This design comes from an exercise in tuning for small area on the open sky130 flow, not from production work.
The RTL was checked by simulation tests, not by an equivalence proof against the original design.
Power is estimated from default activity; no workload was simulated.

// gameControl
module gameControl #(
    parameter int TickCycles = 16
) (
    input  logic         clk,
    input  logic         rstReg,
    input  logic [1:0]   keyboardSignal,
    output logic [6:0]   score,
    output logic [2:0]   nextBlock,
    output logic [199:0] objects
);
==> flow/config.mk <==
export PLATFORM = sky130hd
export DESIGN_NAME = gameControl
export DESIGN_NICKNAME = gameControl
export VERILOG_FILES = /design/flow/design.v
export SDC_FILE = /design/flow/constraint.sdc
export NUM_CORES = 8
export LEC_CHECK = 0
export ABC_AREA = 1
export CAP_MARGIN = 15
export CORE_MARGIN = 2
export CORE_UTILIZATION = 40
export CTS_BUF_LIST = sky130_fd_sc_hd__clkbuf_4
export CTS_CLUSTER_DIAMETER = 50
export CTS_CLUSTER_SIZE = 7
export GPL_TIMING_DRIVEN = 0
export SLEW_MARGIN = 15
export SYNTH_HIERARCHICAL = 1
export SYNTH_MINIMUM_KEEP_SIZE = 0
==> flow/constraint.sdc <==
create_clock -name core_clock -period 22.0 [get_ports {clk}]
set_input_delay 4.4000 -clock core_clock [delete_from_list [all_inputs] [get_ports {clk}]]
set_output_delay 4.4000 -clock core_clock [all_outputs]
set_load 0.01 [all_outputs]
standard.sh (not shown) runs the stock make flow with config.mk's settings and CLKGATE_MAP_FILE= SYNTH_SCRIPT=/design/flow/synth_recipe.tcl, a recipe that flattens the netlist after the stock synthesis.
==> flow/flow/run.sh <==
#!/bin/bash
set -euo pipefail
here=$(pwd)
rm -rf scripts
mkdir scripts
for f in "$FLOW_HOME"/scripts/*; do
    ln -s "$f" scripts/
done
rm scripts/abc_area.script
cp flow/abc_area.script scripts/abc_area.script
export SCRIPTS_DIR="$here/scripts"
export ADDER_MAP_FILE=
export BUFFER_PORTS_ARGS="-buffer_cell sky130_fd_sc_hd__buf_1"
export CTS_ARGS="-sink_clustering_enable -repair_clock_nets -buf_list sky130_fd_sc_hd__clkbuf_4 -sink_clustering_size 7 -sink_clustering_max_diameter 50 -dont_use_dummy_load"
bash standard.sh > standard.log 2>&1
==> flow/flow/abc_area.script <==
strash
&get -n
&st
&deepsyn -I 4 -J 100
&dch -f
&nf -R 1000
&put
Edit:
PLACE_DENSITY = 0.75   (was unset)
After rerunning: Die area stays the same. Core utilization is about the same. Worst setup slack gains 0.29 ns. Wire length shrinks slightly.

========
## wip/onyx
Another version of the RTL of gameControl (not shown whole).
Size in the first run: roughly 1,900 cells after synthesis, ~210 I/O pins, about 0.015 mm² of cells after synthesis.
export LEC_CHECK = 0
export ABC_AREA = 1
export CAP_MARGIN = 20
export CORE_MARGIN = 2
export CORE_UTILIZATION = 40
export CTS_BUF_LIST = sky130_fd_sc_hd__clkbuf_4
export CTS_CLUSTER_DIAMETER = 50
export CTS_CLUSTER_SIZE = 6
export GPL_TIMING_DRIVEN = 0
export SLEW_MARGIN = 20
export SYNTH_HIERARCHICAL = 1
export SYNTH_MINIMUM_KEEP_SIZE = 0
create_clock -name core_clock -period 22.0 [get_ports {clk}]
==> flow/flow/run.sh <==
#!/bin/bash
set -euo pipefail
here=$(pwd)
rm -rf scripts
mkdir scripts
for f in "$FLOW_HOME"/scripts/*; do
    ln -s "$f" scripts/
done
rm scripts/abc_area.script
cp flow/abc_area.script scripts/abc_area.script
export SCRIPTS_DIR="$here/scripts"
export ADDER_MAP_FILE=
export BUFFER_PORTS_ARGS="-buffer_cell sky130_fd_sc_hd__buf_1"
export CTS_ARGS="-sink_clustering_enable -repair_clock_nets -buf_list sky130_fd_sc_hd__clkbuf_4 -sink_clustering_size 6 -sink_clustering_max_diameter 50 -dont_use_dummy_load"
bash standard.sh > standard.log 2>&1
Scripts as last shown in full above: flow/flow/abc_area.script
wip/onyx reached the end of the flow, and the finished layout is clean on the timing, DRC and antenna checks.
Input-level comparison between wip/maple and wip/onyx:
Settings: swapping 20 for 10 in SLEW_MARGIN; swapping 20 for 10 in CAP_MARGIN.
==> flow/flow/abc_area.script <==
strash
&get -n
&st
&dch -f
&nf -R 1000
&put
## What came out
The flow did not stop early for wip/maple: all stages ran, and the layout cleared the timing, DRC and antenna checks. Looking at share of cell area taken by flip-flops and latches, wip/maple sits 0.47 points lower than wip/onyx does. Any difference in number of global-route vias before repair between wip/onyx and wip/maple is small enough to ignore. Count of inserted tapcells went up slightly going from wip/onyx to wip/maple. Summary of wip/maple over wip/onyx: clock skew rose 0.015 ns; area growth from synthesis to final layout lost 1.1 points; layout cell share with drive strength beyond 1 decreased by 0.92 points relative to the old numbers. wip/maple vs wip/onyx — detailed-route wire length on metal 1 dropped by more than 10%. Any difference in combinational group power between wip/onyx and wip/maple is small enough to ignore.
Edits applied to the flow inputs when going from wip/maple to wip/garnet:
Settings: SLEW_MARGIN: 10 -> 20; CAP_MARGIN: 10 -> 20.
[diff] clock skew, wip/garnet relative to wip/maple: improvement
Changes observed in wip/garnet relative to wip/maple: area of all placed cells without fillers climbed about 0.3%; final setup slack of the worst path dropped 0.25 ns.

==> static timing again, ports no longer ideal <==
Ports are ideal in the flow. The routed layouts listed here were re-timed in OpenROAD. Step 1 (the two cells are an assumption about what drives the block):
set clk [get_ports {clk}]
set_driving_cell -lib_cell sky130_fd_sc_hd__clkbuf_16 $clk
set_driving_cell -lib_cell sky130_fd_sc_hd__buf_2 [delete_from_list [all_inputs] $clk]
Step 2, shift: input delay + t, output delay - t, t = (earliest + latest rising clock arrival at the registers) / 2. This alone moves slack from input paths to output paths. a / b / c = ideal / step 1 / step 2; a / b = the first two.
run	t (ns)	setup WS [ns]	hold slack, ns	worst setup path after step 2	worst slew at a driven data input, ns
the first run of note 1	0.813	9.795 / 9.795 / 9.795	0.462 / 0.462 / 0.462	register to register	0.03
the second run of note 1	0.846	10.080 / 10.080 / 10.080	0.452 / 0.452 / 0.452	register to register	0.03
wip/onyx	0.815	9.282 / 9.282 / 9.282	0.460 / 0.460 / 0.460	register to register	0.03
wip/maple	0.825	10.147 / 10.147 / 10.147	0.442 / 0.442 / 0.442	register to register	0.03
wip/garnet	0.826	9.893 / 9.892 / 9.892	0.447 / 0.447 / 0.447	register to register	0.03
After both steps every run listed still meets setup and hold. For wip/garnet, which loses most, drivers alone change the setup slack by -0.001 ns; drivers and shift together by -0.001 ns.
